Background: an optimization exercise with open tools, aiming at small area. Do not read the settings as production practice.
Only simulation tests tie the RTL to the original design; equivalence was not proved.
Power and IR drop assume default switching activity.

File: design/flow/design.v
package event_pkg;
    localparam int OBJ_LIMIT     = 8;
    localparam int SLOT_W        = 3;
    localparam int R_W           = 4;
    localparam int THETA_W       = 9;
    localparam int HP_W          = 2;
    localparam int SCORE_W       = 16;
    localparam int COUNT_W       = 4;
    localparam int FRAME_CTR_W   = 8;
    localparam int R_LIMIT       = 15;   
    localparam int LASER_R_MAX   = 15;
    localparam int THETA_MAX     = 359;
    localparam int LSR_WIDTH     = 10;   
    localparam int QUAD_DEG      = 90;
    localparam int LASER_DEG_OFS = 45;   
    localparam int SCORE_HIT     = 10;
    localparam int SCORE_KILL    = 100;
    localparam int MOVE_PHASE    = 128;  
    localparam int BLINK_PHASE   = 16;
    localparam int DEATH_PHASE   = 4;
    localparam int SWAY_BIT      = 6;
    localparam int ENTRY_W       = 11;
    localparam int LASER_FIELD_W = 7;
    localparam int FRAME_DATA_W  = LASER_FIELD_W + OBJ_LIMIT * ENTRY_W;
    typedef enum logic [1:0] {
        INACTIVE = 2'd0,
        ACTIVE   = 2'd1,
        DYING    = 2'd2
    } alien_state_e;
    typedef enum logic [1:0] {
        TYPE0 = 2'd0,   
        TYPE1 = 2'd1,   
        TYPE2 = 2'd2,   
        TYPE3 = 2'd3    
    } alien_type_e;
    typedef enum logic [1:0] {
        DIR0 = 2'd0,
        DIR1 = 2'd1,
        DIR2 = 2'd2,
        DIR3 = 2'd3
    } four_dir_e;
endpackage
import event_pkg::*;
module frame_timer
(
    input  logic clk_frame,
    input  logic rst,
    input  logic en,
    output logic move_step,
    output logic blink,
    output logic death_step,
    output logic sway,
    output logic double_step
);
    logic [FRAME_CTR_W-1:0] frame_ctr;
    logic [FRAME_CTR_W-1:0] frame_inc;
    logic [FRAME_CTR_W:0]   carry;
    always_comb begin
        carry[0] = 1'b1;
        for (int k = 0; k < FRAME_CTR_W; k++) begin
            frame_inc[k] = frame_ctr[k] ^ carry[k];
            carry[k+1]   = frame_ctr[k] & carry[k];
        end
    end
    always_ff @(posedge clk_frame or posedge rst) begin
        if (rst) begin
            frame_ctr <= '1;
        end else if (en) begin
            frame_ctr <= frame_inc;
        end
    end
    assign move_step   = frame_ctr == FRAME_CTR_W'(MOVE_PHASE);
    assign blink       = frame_ctr[4:0] == 5'(BLINK_PHASE);
    assign death_step  = frame_ctr[2:0] == 3'(DEATH_PHASE);
    assign sway        = frame_ctr[SWAY_BIT];
    assign double_step = frame_ctr[0];
endmodule
import event_pkg::*;
module alien_slot
(
    input  logic            clk_frame,
    input  logic            rst,
    input  logic            en,
    input  logic            load,
    input  logic            hit,
    input  logic            move_step,
    input  logic            blink,
    input  logic            death_step,
    input  logic            sway,
    input  logic            double_step,
    input  logic [1:0]      load_type,    
    input  logic [R_W-1:0]  load_r,
    input  logic [1:0]      load_q,
    input  logic            spawn_hi,     
    input  logic [6:0]      spawn_o,
    input  logic [HP_W-1:0] spawn_hp,
    output logic [1:0]      p_state,
    output logic            p_f0,
    output logic [1:0]      p_kind,
    output logic [R_W-1:0]  p_r,
    output logic            p_hi,
    output logic [1:0]      p_q,
    output logic [6:0]      p_o,
    output logic [HP_W-1:0] p_hp,
    output logic [1:0]      c_state,
    output logic [R_W-1:0]  c_r
);
    logic active, dying;
    assign active = p_state[0];
    assign dying  = p_state[1];
    logic       up, dbl;
    logic       wrap, ovf;
    logic [6:0] o_sum;
    logic [6:1] o_c;
    logic       n_hi;
    logic [1:0] n_q;
    logic [6:0] n_o;
    always_comb begin
        case (p_kind)
            TYPE0:   begin up = !sway; dbl = 1'b0;        end
            TYPE1:   begin up = sway;  dbl = 1'b0;        end
            TYPE2:   begin up = 1'b1;  dbl = double_step; end
            default: begin up = 1'b0;  dbl = double_step; end
        endcase
    end
    always_comb begin
        o_sum[0] = p_o[0] ^ ~dbl;
        o_c[1]   = dbl | (up ? p_o[0] : ~p_o[0]);
        for (int k = 1; k < 7; k++) begin
            o_sum[k] = p_o[k] ^ o_c[k];
            if (k < 6) o_c[k+1] = o_c[k] & (up ? p_o[k] : ~p_o[k]);
        end
    end
    assign wrap = up ? (p_o[6:1] == 6'd44 && (dbl || p_o[0]))
                     : (p_o[6:1] == 6'd0  && (dbl || !p_o[0]));
    assign ovf  = up && p_hi && p_q == 2'd1 && p_o[6:1] == 6'd30 && (dbl || p_o[0]);
    always_comb begin
        n_hi = p_hi && !up && !(wrap && p_q == 2'd0);
        n_q  = ovf  ? 2'd0
             : wrap ? {p_q[1] ^ (up ? p_q[0] : ~p_q[0]), ~p_q[0]}
             : p_q;
        n_o  = {(wrap || ovf) ? {~up, 1'b0, ~up, ~up, 2'b00} : o_sum[6:1], o_sum[0]};
    end
    logic           c_f0;
    logic [1:0]     c_kind, c_q;
    logic           c_hi;
    logic [6:0]     c_o;
    logic [HP_W-1:0] c_hp;
    always_comb begin
        c_state = p_state;
        c_f0    = p_f0;
        c_kind  = p_kind;
        c_r     = p_r;
        c_q     = p_q;
        c_hi    = p_hi;
        c_o     = p_o;
        c_hp    = p_hp;
        if (load) begin
            c_state = ACTIVE;
            c_f0    = 1'b0;
            c_kind  = load_type;
            c_r     = load_r;
            c_q     = load_q;
        end else if (active) begin
            if (move_step) begin
                c_r[0] = ~p_r[0];
                c_r[1] = p_r[1] ^ ~p_r[0];
                c_r[2] = p_r[2] ^ ~(p_r[1] | p_r[0]);
                c_r[3] = p_r[3] ^ ~(p_r[2] | p_r[1] | p_r[0]);
            end
            if (blink) c_f0 = ~p_f0;
            c_hi = n_hi;
            c_q  = n_q;
            c_o  = n_o;
            if (hit) begin
                c_hp = {p_hp[1] ^ ~p_hp[0], ~p_hp[0]};
                if (p_hp == HP_W'(1)) begin
                    c_state = DYING;
                    c_f0    = 1'b0;
                end
            end
        end else if (dying) begin
            if (death_step) begin
                if (p_f0) c_state = INACTIVE;
                else      c_f0    = 1'b1;
            end
        end
    end
    always_ff @(posedge clk_frame or posedge rst) begin
        if (rst) begin
            p_state <= INACTIVE;
            p_f0    <= 1'b0;
        end else if (en) begin
            p_state <= c_state;
            p_f0    <= c_f0;
        end
    end
    always_ff @(posedge clk_frame or posedge rst) begin
        if (rst) begin
            p_kind <= TYPE0;
        end else if (en && load) begin
            p_kind <= c_kind;
        end
    end
    always_ff @(posedge clk_frame or posedge rst) begin
        if (rst) begin
            p_r <= R_W'(R_LIMIT);
        end else if (en && (load || (active && move_step))) begin
            p_r <= c_r;
        end
    end
    always_ff @(posedge clk_frame or posedge rst) begin
        if (rst) begin
            p_q <= '0;
        end else if (en && (load || active)) begin
            p_q <= c_q;
        end
    end
    always_ff @(posedge clk_frame) begin
        if (en && !load) begin
            p_hi <= active ? c_hi : spawn_hi;
            p_o  <= active ? c_o  : spawn_o;
            p_hp <= active ? c_hp : spawn_hp;
        end
    end
endmodule
import event_pkg::*;
module laser_unit
(
    input  logic                           laser_q,
    input  logic [OBJ_LIMIT-1:0][1:0]      p_state,
    input  logic [OBJ_LIMIT-1:0][R_W-1:0]  p_r,
    input  logic [OBJ_LIMIT-1:0]           p_hi,
    input  logic [OBJ_LIMIT-1:0][1:0]      p_q,
    input  logic [OBJ_LIMIT-1:0][6:0]      p_o,
    input  logic [OBJ_LIMIT-1:0][HP_W-1:0] p_hp,
    input  logic                           p_la,
    input  logic [R_W-1:0]                 p_lr,
    input  logic [1:0]                     p_lq,
    input  logic [SCORE_W-1:1]             p_score,
    output logic [OBJ_LIMIT-1:0]           hit,
    output logic                           c_la,
    output logic [R_W-1:0]                 c_lr,
    output logic [SCORE_W-1:1]             c_score
);
    logic                 searching, found, found_fatal;
    logic [OBJ_LIMIT-1:0] match;
    assign searching = p_la && (p_lr != R_W'(LASER_R_MAX));
    always_comb begin
        for (int i = 0; i < OBJ_LIMIT; i++) begin
            match[i] = p_state[i][0] && p_r[i] == p_lr && !p_hi[i] && p_q[i] == p_lq
                    && p_o[i] >= 7'd35 && p_o[i] <= 7'd55;
        end
    end
    always_comb begin
        hit         = '0;
        found       = 1'b0;
        found_fatal = 1'b0;
        for (int i = 0; i < OBJ_LIMIT; i++) begin
            if (searching && !found && match[i]) begin
                hit[i]      = 1'b1;
                found       = 1'b1;
                found_fatal = p_hp[i] == HP_W'(1);
            end
        end
    end
    logic [SCORE_W-1:1] addend;
    logic [SCORE_W:1]   carry;
    logic [SCORE_W-1:1] score_sum;
    always_comb begin
        addend = '0;
        if (found) addend = found_fatal ? 15'(SCORE_KILL / 2) : 15'(SCORE_HIT / 2);
        carry[1] = 1'b0;
        for (int k = 1; k < SCORE_W; k++) begin
            score_sum[k] = p_score[k] ^ addend[k] ^ carry[k];
            carry[k+1]   = (p_score[k] & addend[k]) | (carry[k] & (p_score[k] ^ addend[k]));
        end
    end
    always_comb begin
        c_la    = p_la;
        c_lr    = p_lr;
        c_score = score_sum;
        if (!p_la) begin
            c_lr = '0;
            c_la = laser_q;
        end else if (!searching || found) begin
            c_la = 1'b0;
        end else begin
            c_lr[0] = ~p_lr[0];
            c_lr[1] = p_lr[1] ^ p_lr[0];
            c_lr[2] = p_lr[2] ^ (p_lr[1] & p_lr[0]);
            c_lr[3] = p_lr[3] ^ (p_lr[2] & p_lr[1] & p_lr[0]);
        end
    end
endmodule
import event_pkg::*;
module distance_sorter
(
    input  logic [OBJ_LIMIT-1:0][1:0]         p_state,
    input  logic [OBJ_LIMIT-1:0]              p_f0,
    input  logic [OBJ_LIMIT-1:0][1:0]         p_kind,
    input  logic [OBJ_LIMIT-1:0][R_W-1:0]     p_r,
    input  logic [OBJ_LIMIT-1:0][1:0]         p_q,
    output logic [OBJ_LIMIT-1:0][ENTRY_W-1:0] entries
);
    function automatic logic gt4(input logic [R_W-1:0] a, input logic [R_W-1:0] b);
        logic c;
        begin
            c = a[0] & ~b[0];
            for (int k = 1; k < R_W; k++) c = (a[k] & ~b[k]) | ((a[k] | ~b[k]) & c);
            gt4 = c;
        end
    endfunction
    function automatic logic [1:0] fa(input logic x, input logic y, input logic z);
        fa = {(x & y) | (x & z) | (y & z), x ^ y ^ z};
    endfunction
    logic [OBJ_LIMIT-1:0][ENTRY_W-1:0]   entry;
    logic [OBJ_LIMIT-1:0][OBJ_LIMIT-1:0] ahead;   
    logic [OBJ_LIMIT-1:0][OBJ_LIMIT-2:0] bits;
    logic [OBJ_LIMIT-1:0][SLOT_W-1:0]    rank;
    logic [OBJ_LIMIT-1:0][OBJ_LIMIT-1:0] sel;       
    always_comb begin
        for (int i = 0; i < OBJ_LIMIT; i++) begin
            entry[i] = {p_q[i], p_r[i],
                        p_state[i][1] || (!p_state[i][0] && p_f0[i]), p_f0[i],
                        p_kind[i], p_state[i][0] || p_state[i][1]};
        end
        ahead = '0;
        for (int i = 0; i < OBJ_LIMIT; i++) begin
            for (int j = i + 1; j < OBJ_LIMIT; j++) begin
                ahead[i][j] = gt4(p_r[i], p_r[j]);
                ahead[j][i] = !ahead[i][j];
            end
        end
        for (int i = 0; i < OBJ_LIMIT; i++) begin
            logic [1:0] u, v, w, t;
            for (int j = 0; j < OBJ_LIMIT - 1; j++) begin
                bits[i][j] = ahead[i][j < i ? j : j + 1];
            end
            u = fa(bits[i][0], bits[i][1], bits[i][2]);
            v = fa(bits[i][3], bits[i][4], bits[i][5]);
            w = fa(u[0], v[0], bits[i][6]);
            t = fa(u[1], v[1], w[1]);
            rank[i] = {t, w[0]};
            for (int k = 0; k < OBJ_LIMIT; k++) sel[k][i] = rank[i] == SLOT_W'(k);
        end
        for (int k = 0; k < OBJ_LIMIT; k++) begin
            entries[k] = '0;
            for (int i = 0; i < OBJ_LIMIT; i++) begin
                entries[k] = entries[k] | ({ENTRY_W{sel[k][i]}} & entry[i]);
            end
        end
    end
endmodule
import event_pkg::*;
module event_core
(
    input  logic                    clk_frame,
    input  logic                    rst,
    input  logic                    en,
    input  logic                    spawn_laser,
    input  logic                    spawn_object,
    input  logic [1:0]              dir,
    input  logic [1:0]              spawn_type,
    input  logic [R_W-1:0]          spawn_r,
    input  logic [THETA_W-1:0]      spawn_theta,
    input  logic [HP_W-1:0]         spawn_hp,
    output logic [SCORE_W-1:0]      score,
    output logic                    all_clear,
    output logic                    game_over,
    output logic [COUNT_W-1:0]      object_count,
    output logic [FRAME_DATA_W-1:0] frame_data
);
    logic [OBJ_LIMIT-1:0][1:0]      p_state, c_state;
    logic [OBJ_LIMIT-1:0]           p_f0;
    logic [OBJ_LIMIT-1:0][1:0]      p_kind;
    logic [OBJ_LIMIT-1:0][R_W-1:0]  p_r,     c_r;
    logic [OBJ_LIMIT-1:0]           p_hi;
    logic [OBJ_LIMIT-1:0][1:0]      p_q;
    logic [OBJ_LIMIT-1:0][6:0]      p_o;
    logic [OBJ_LIMIT-1:0][HP_W-1:0] p_hp;
    logic               rise_q, obj_q, laser_q;
    logic [1:0]         type_q, q_q;
    logic [R_W-1:0]     r_q;
    logic               p_la,    c_la;
    logic [R_W-1:0]     p_lr,    c_lr;
    logic [1:0]         p_lq;
    logic [SCORE_W-1:1] p_score, c_score;
    logic move_step, blink, death_step, sway, double_step;
    frame_timer timer_i (
        .clk_frame, .rst, .en, .move_step, .blink, .death_step, .sway, .double_step
    );
    logic               spawn_hi;
    logic [1:0]         spawn_q;
    logic [6:0]         spawn_o;
    logic [THETA_W-1:0] spawn_t;
    always_comb begin
        spawn_hi = spawn_theta >= 9'd360;
        spawn_t  = spawn_hi ? spawn_theta - 9'd360 : spawn_theta;
        if (spawn_t >= 9'd270) begin
            spawn_q = 2'd3;
            spawn_o = 7'(spawn_t - 9'd270);
        end else if (spawn_t >= 9'd180) begin
            spawn_q = 2'd2;
            spawn_o = 7'(spawn_t - 9'd180);
        end else if (spawn_t >= 9'd90) begin
            spawn_q = 2'd1;
            spawn_o = 7'(spawn_t - 9'd90);
        end else begin
            spawn_q = 2'd0;
            spawn_o = 7'(spawn_t);
        end
    end
    logic [OBJ_LIMIT-1:0] hit;
    laser_unit laser_i (
        .laser_q, .p_state, .p_r, .p_hi, .p_q, .p_o, .p_hp,
        .p_la, .p_lr, .p_lq, .p_score,
        .hit, .c_la, .c_lr, .c_score
    );
    logic [OBJ_LIMIT-1:0] load;
    always_comb begin
        logic taken;
        taken = !rise_q;
        for (int i = 0; i < OBJ_LIMIT; i++) begin
            load[i] = !taken && !p_state[i][0] && !p_state[i][1];
            taken   = taken || (!p_state[i][0] && !p_state[i][1]);
        end
    end
    for (genvar g = 0; g < OBJ_LIMIT; g++) begin : g_slot
        alien_slot slot_i (
            .clk_frame, .rst, .en, .load(load[g]), .hit(hit[g]),
            .move_step, .blink, .death_step, .sway, .double_step,
            .load_type(type_q), .load_r(r_q), .load_q(q_q),
            .spawn_hi, .spawn_o, .spawn_hp,
            .p_state(p_state[g]), .p_f0(p_f0[g]), .p_kind(p_kind[g]), .p_r(p_r[g]),
            .p_hi(p_hi[g]), .p_q(p_q[g]), .p_o(p_o[g]), .p_hp(p_hp[g]),
            .c_state(c_state[g]), .c_r(c_r[g])
        );
    end
    always_ff @(posedge clk_frame or posedge rst) begin
        if (rst) begin
            rise_q  <= 1'b0;
            obj_q   <= 1'b0;
            laser_q <= 1'b0;
            p_la    <= 1'b0;
            p_lr    <= '0;
            p_lq    <= '0;
            p_score <= '0;
        end else if (en) begin
            rise_q  <= spawn_object && !obj_q;
            obj_q   <= spawn_object;
            laser_q <= spawn_laser;
            p_la    <= c_la;
            p_lr    <= c_lr;
            if (!c_la) p_lq <= dir;
            p_score <= c_score;
        end
    end
    always_ff @(posedge clk_frame) begin
        if (en) begin
            type_q <= spawn_type;
            r_q    <= spawn_r;
            q_q    <= spawn_q;
        end
    end
    function automatic logic [1:0] fa(input logic x, input logic y, input logic z);
        fa = {(x & y) | (x & z) | (y & z), x ^ y ^ z};
    endfunction
    logic [OBJ_LIMIT-1:0] act;
    always_comb begin
        logic [1:0] a, b, c, d, e;
        all_clear = 1'b1;
        game_over = 1'b0;
        for (int i = 0; i < OBJ_LIMIT; i++) begin
            act[i] = c_state[i][0];
            if (c_state[i][0] || c_state[i][1]) all_clear = 1'b0;
            if (act[i] && c_r[i] == '0) game_over = 1'b1;
        end
        a = fa(act[0], act[1], act[2]);
        b = fa(act[3], act[4], act[5]);
        c = fa(a[0], b[0], act[6]);
        d = fa(a[1], b[1], c[1]);
        object_count[0] = c[0] ^ act[7];
        e = fa(d[0], c[0] & act[7], 1'b0);
        object_count[1] = e[0];
        object_count[2] = d[1] ^ e[1];
        object_count[3] = d[1] & e[1];
    end
    assign score = {c_score, 1'b0};
    assign frame_data[0]   = c_la;
    assign frame_data[4:1] = c_lr;
    assign frame_data[6:5] = p_lq;
    distance_sorter sorter_i (
        .p_state, .p_f0, .p_kind, .p_r, .p_q,
        .entries(frame_data[FRAME_DATA_W-1:LASER_FIELD_W])
    );
endmodule
File: design/flow/run.sh
#!/bin/bash
# synth_recipe.tcl (not shown) runs the flow's synth.tcl, then flattens the netlist and writes it again
# the make line also repeats each setting of config.mk as NAME=value (left out here)
make -C /OpenROAD-flow-scripts/flow DESIGN_CONFIG=/design/flow/config.mk WORK_HOME=/design/flow/orfs CLKGATE_MAP_FILE= SYNTH_SCRIPT=/design/flow/synth_recipe.tcl finish
File: design/flow/config.mk
export PLATFORM = sky130hd
export DESIGN_NAME = event_core
export DESIGN_NICKNAME = event_core
export VERILOG_FILES = /design/flow/design.v
export SDC_FILE = /design/flow/constraint.sdc
export NUM_CORES = 4
export LEC_CHECK = 0
export ABC_AREA = 1
export CAP_MARGIN = 20
export CELL_PAD_IN_SITES_DETAIL_PLACEMENT = 1
export CELL_PAD_IN_SITES_GLOBAL_PLACEMENT = 2
export CORE_MARGIN = 2
export CORE_UTILIZATION = 25
export GPL_TIMING_DRIVEN = 0
export PLACE_DENSITY = 0.5
export SLEW_MARGIN = 20
File: design/flow/constraint.sdc
create_clock -name core_clock -period 22.0 [get_ports {clk_frame}]
set_input_delay 4.4000 -clock core_clock [delete_from_list [all_inputs] [get_ports {clk_frame}]]
set_output_delay 4.4000 -clock core_clock [all_outputs]
set_load 0.01 [all_outputs]
==> notes.md <==
[synthesized netlist by cell type, types with 22 or more instances]
library cell	n	area [µm²]
nor3_1	71	355
buf_2	30	150
dfstp_2	40	1050
nand4_1	41	257
a221oi_1	51	447
o21ai_1	22	110
o22ai_1	167	1040
o2111ai_1	38	333
clkbuf_1	109	409
o21ai_0	268	1340
clkinv_1	34	128
dfrtp_1	81	2030
fa_1	40	801
nand2_1	760	2850
o211ai_1	23	173
a21oi_1	157	786
inv_1	349	1310
xor2_1	66	578
a22oi_1	24	180
edfxtp_1	88	2640
nor2_1	196	736
o221ai_1	106	928
ha_1	61	763
nand3_1	139	696
[cells by family (layout without fill, tap and decap cells)]
logic type	Yosys count	in the layout	share of synthesized area, %
AND/OR/NAND/NOR	1302	1302	26.4
AO/OA/AOI/OAI	890	890	26.1
buffers and inverters	559	765	10.2
flip-flops	209	209	26.6
adder cells (fa/ha/maj)	101	101	7.28
XOR/XNOR	80	80	3.26
other	1	1	0.0175
multiplexers	1	1	0.0524
[per-layer routing]
layer  GRT usage (%)  share of wire, %  vias to the layer above
met5               0             0.062                        -
met4            18.6               6.4                       14
met3            4.34               6.0                      397
met2            54.7                46                     1240
met1            42.4                42                    13500
li1                -                 -                    11400
[metrics by stage]
stage,hold slack [ps],cells,setup slack (ps)
6_report,468,4493,8530
5_1_grt,492,4493,8180
4_1_cts,468,4493,8530
3_5_place_dp,458,4443,9140
3_3_place_gp,453,4422,9260
2_1_floorplan,434,3143,11990
[state kept, by name, indices dropped and copies added (netlist names), 15 cells and up]
register / cells
g_slot.slot_i.p_state: 16
g_slot.slot_i.p_kind: 16
g_slot.slot_i.p_hp: 16
g_slot.slot_i.p_r: 32
p_score: 15
g_slot.slot_i.p_q: 16
g_slot.slot_i.p_o: 56
[power groups by stage]
stage | clock network [mW] | registers [mW] | logic, mW
after global placement | 0 | 0.614 | 2.90
final | 0.455 | 0.613 | 3.05
after floorplan | 0 | 0.558 | 1.41
after CTS | 0.466 | 0.609 | 2.98
after detailed placement | 0 | 0.616 | 2.97
after global routing | 0.480 | 0.621 | 3.16
[worst max-delay path, delay by kind of cell (launching register included)]
kind | cells | cell delay (ps)
xor gates and xnor gates | 1 | 210
and+or+nand+nor | 11 | 2460
DFF | 1 | 840
buffers and inverters | 2 | 1530
adders and majority gates | 14 | 3430
[layout make-up]
class / count / area share (%)
multi-input combinational: 2375 / 53.9
sequential: 209 / 22.5
inverter: 404 / 6.02
timing repair buffer: 156 / 6.01
tap: 1144 / 5.62
clock buffer: 42 / 3.23
buffer: 155 / 2.60
clock inverter: 8 / 0.172
[path summary, 6_finish.rpt]
path | from | end | slack, ps | cells past startpoint
hold reg to reg | obj_q | rise_q | 470 | 1
max in group asynchronous | rst | g_slot[6].slot_i.p_kind[0] | 16940 | 3
min in group asynchronous | rst | p_lr[0] | 4320 | 2
setup reg to reg | g_slot[3].slot_i.p_q[1] | p_score[15] | 13900 | 29
hold / removal | obj_q | rise_q | 470 | 1
setup / recovery | g_slot[3].slot_i.p_q[1] | score[15] | 8530 | 28
==> run_results.csv <==
group,metric,value,unit
status,outcome,"timing/DRC/antenna clean",
placement,gp_congestion,1.01,
cells_and_area,most-common-layout-cells,"760 x nand2_1, 348 x inv_1, 268 x o21ai_0",
cells_and_area,fillerInstances,10600,
setup_path,crit_arrival,9070,ps
clock_tree,clkLatencyLatePin,580,ps
floorplan,core_area,85100,µm²
grt,gr-total-overflow,0,
grt,grt_max_degree,64,
yosys,ys.flop_type,"edfxtp_1",
pwr,p_comb_share,74.1,%
pwr,power-per-cell-area,162,nW/µm²
clock_tree,post_cts_resized,0,
yosys,ys_seq_area_share,26.6,%
cells_and_area,area_growth,18.5,%
pwr,p_sw_share,57.2,%
floorplan,dieArea,88300,µm²
setup_path,worst_setup_path_start_kind,"flip-flop",
grt,grt_pass1_wl,212000,µm
setup_path,cp_slowest_cell,"clkinv_1",
yosys,ys_ff_latch,209,
cells_and_area,final_core_util,29.9,%
pwr,power.internal,1.76,mW
clock_tree,post_cts_buffers,0,
pwr,leakagePower,10.5,nW
sta,setup_viol,0,
setup_path,crit_type,"flip-flop to primary output",
cells_and_area,stdcell_area,25500,µm²
cells_and_area,antennaDiodeCount,0,
yosys,synthCells,3143,
yosys,synthArstFlopShare,57.9,%
floorplan,start_util,25.2,%
pwr,peakVddDrop,85.2,µV
setup_path,cp.required,17600,ps
detailed_routing,wire_per_inst,34.0,µm
sta,fmax,74.2,MHz
sta,rsz0062_at_grt,"false",
sta,finalSetupTns,0,ps
clock_tree,cts_tree,"yes",
detailed_routing,vias_per_cell,5.90,
yosys,syn_nets,3268,
clock_tree,holdBufCountCts,0,
sta,finalCriticalPeriod,13470,ps
sta,post-route-period-util,61.2,%
placement,place_hpwl,121000,µm
setup_path,crit_top_cell,"ha_1",
sta,final-max-slew-violation-count,0,
yosys,ys_types,66,
cells_and_area,layout.nets,3453,
setup_path,worstPathMaxFanout,9,
grt,track_usage,33.4,%
clock_tree,ctsRootBufferMaster,"clkbuf_16",
floorplan,die_y,297,µm
sta,slew_headroom,17.7,%
pwr,pwr-share-clk,11.0,%
setup_path,cp-end-kind,"primary output",
clock_tree,clockBufferDepth,3,
setup_path,max_stage_delay,910,ps
grt,grt_pass1_vias,26600,
cells_and_area,drive_gt1_share,7.97,%
floorplan,rows,107,
placement,portBuffers,135,
detailed_routing,drtIter0Drc,2518,
yosys,avgSynthCellArea,6.83,µm²
pwr,pwr-share-seq,14.9,%
clock_tree,cts_sinks,209,
detailed_routing,firstDrtPassIters,6,
pwr,p_switching,2.36,mW
cells_and_area,multi_input_area,13700,µm²
yosys,synth_area,21500,µm²
detailed_routing,drc,0,
yosys,synth-edff-count,88,
floorplan,io_pins,141,
sta,skew,22.3,ps
sta,worst_slew_pin_slew,1230,ps
detailed_routing,antenna_left,0,
detailed_routing,wl,153000,µm
job,drv_cap,0,
cells_and_area,layout_commonest_cell,"nand2_1",
clock_tree,clk_pin_slew_worst_paths,60,ps
sta,hold_viol_final,0,
yosys,yosysWarnings,5,
placement,place_area,24600,µm²
clock_tree,h-tree-depth,1,
grt,antenna_found_initial,9,
pwr,p_total,4.12,mW
detailed_routing,num_vias,26500,
clock_tree,numCtsBuffers,27,
floorplan,die_w,297,µm
hold_path,hold_class,"flip-flop to flip-flop",
cells_and_area,seq_area,5720,µm²

==> re-timing with driven ports <==
How much do the figures lean on ideal ports? The routed layout below was timed once more, with nothing changed but the port constraints. Step 1 assumes that a clkbuf_16 drives the clock port and a buf_2 every other input. Step 2 moves the port delays by t, midway between the first and last clock arrival at a register: inputs arrive t later, outputs are due t later. That takes back most of the time a late clock gives input paths. Three values: ideal ports, drivers, drivers and shift; two values: the first two.
t, ns: 0.633
setup WS [ns]: 8.528 / 8.465 / 9.098
worst setup path at the end: register to output
worst register clock-pin slew, ns: 0.07 / 0.07
After both steps setup and hold are still met in this run. For this run, drivers alone change the setup slack by -0.063 ns; drivers and shift together by +0.570 ns.
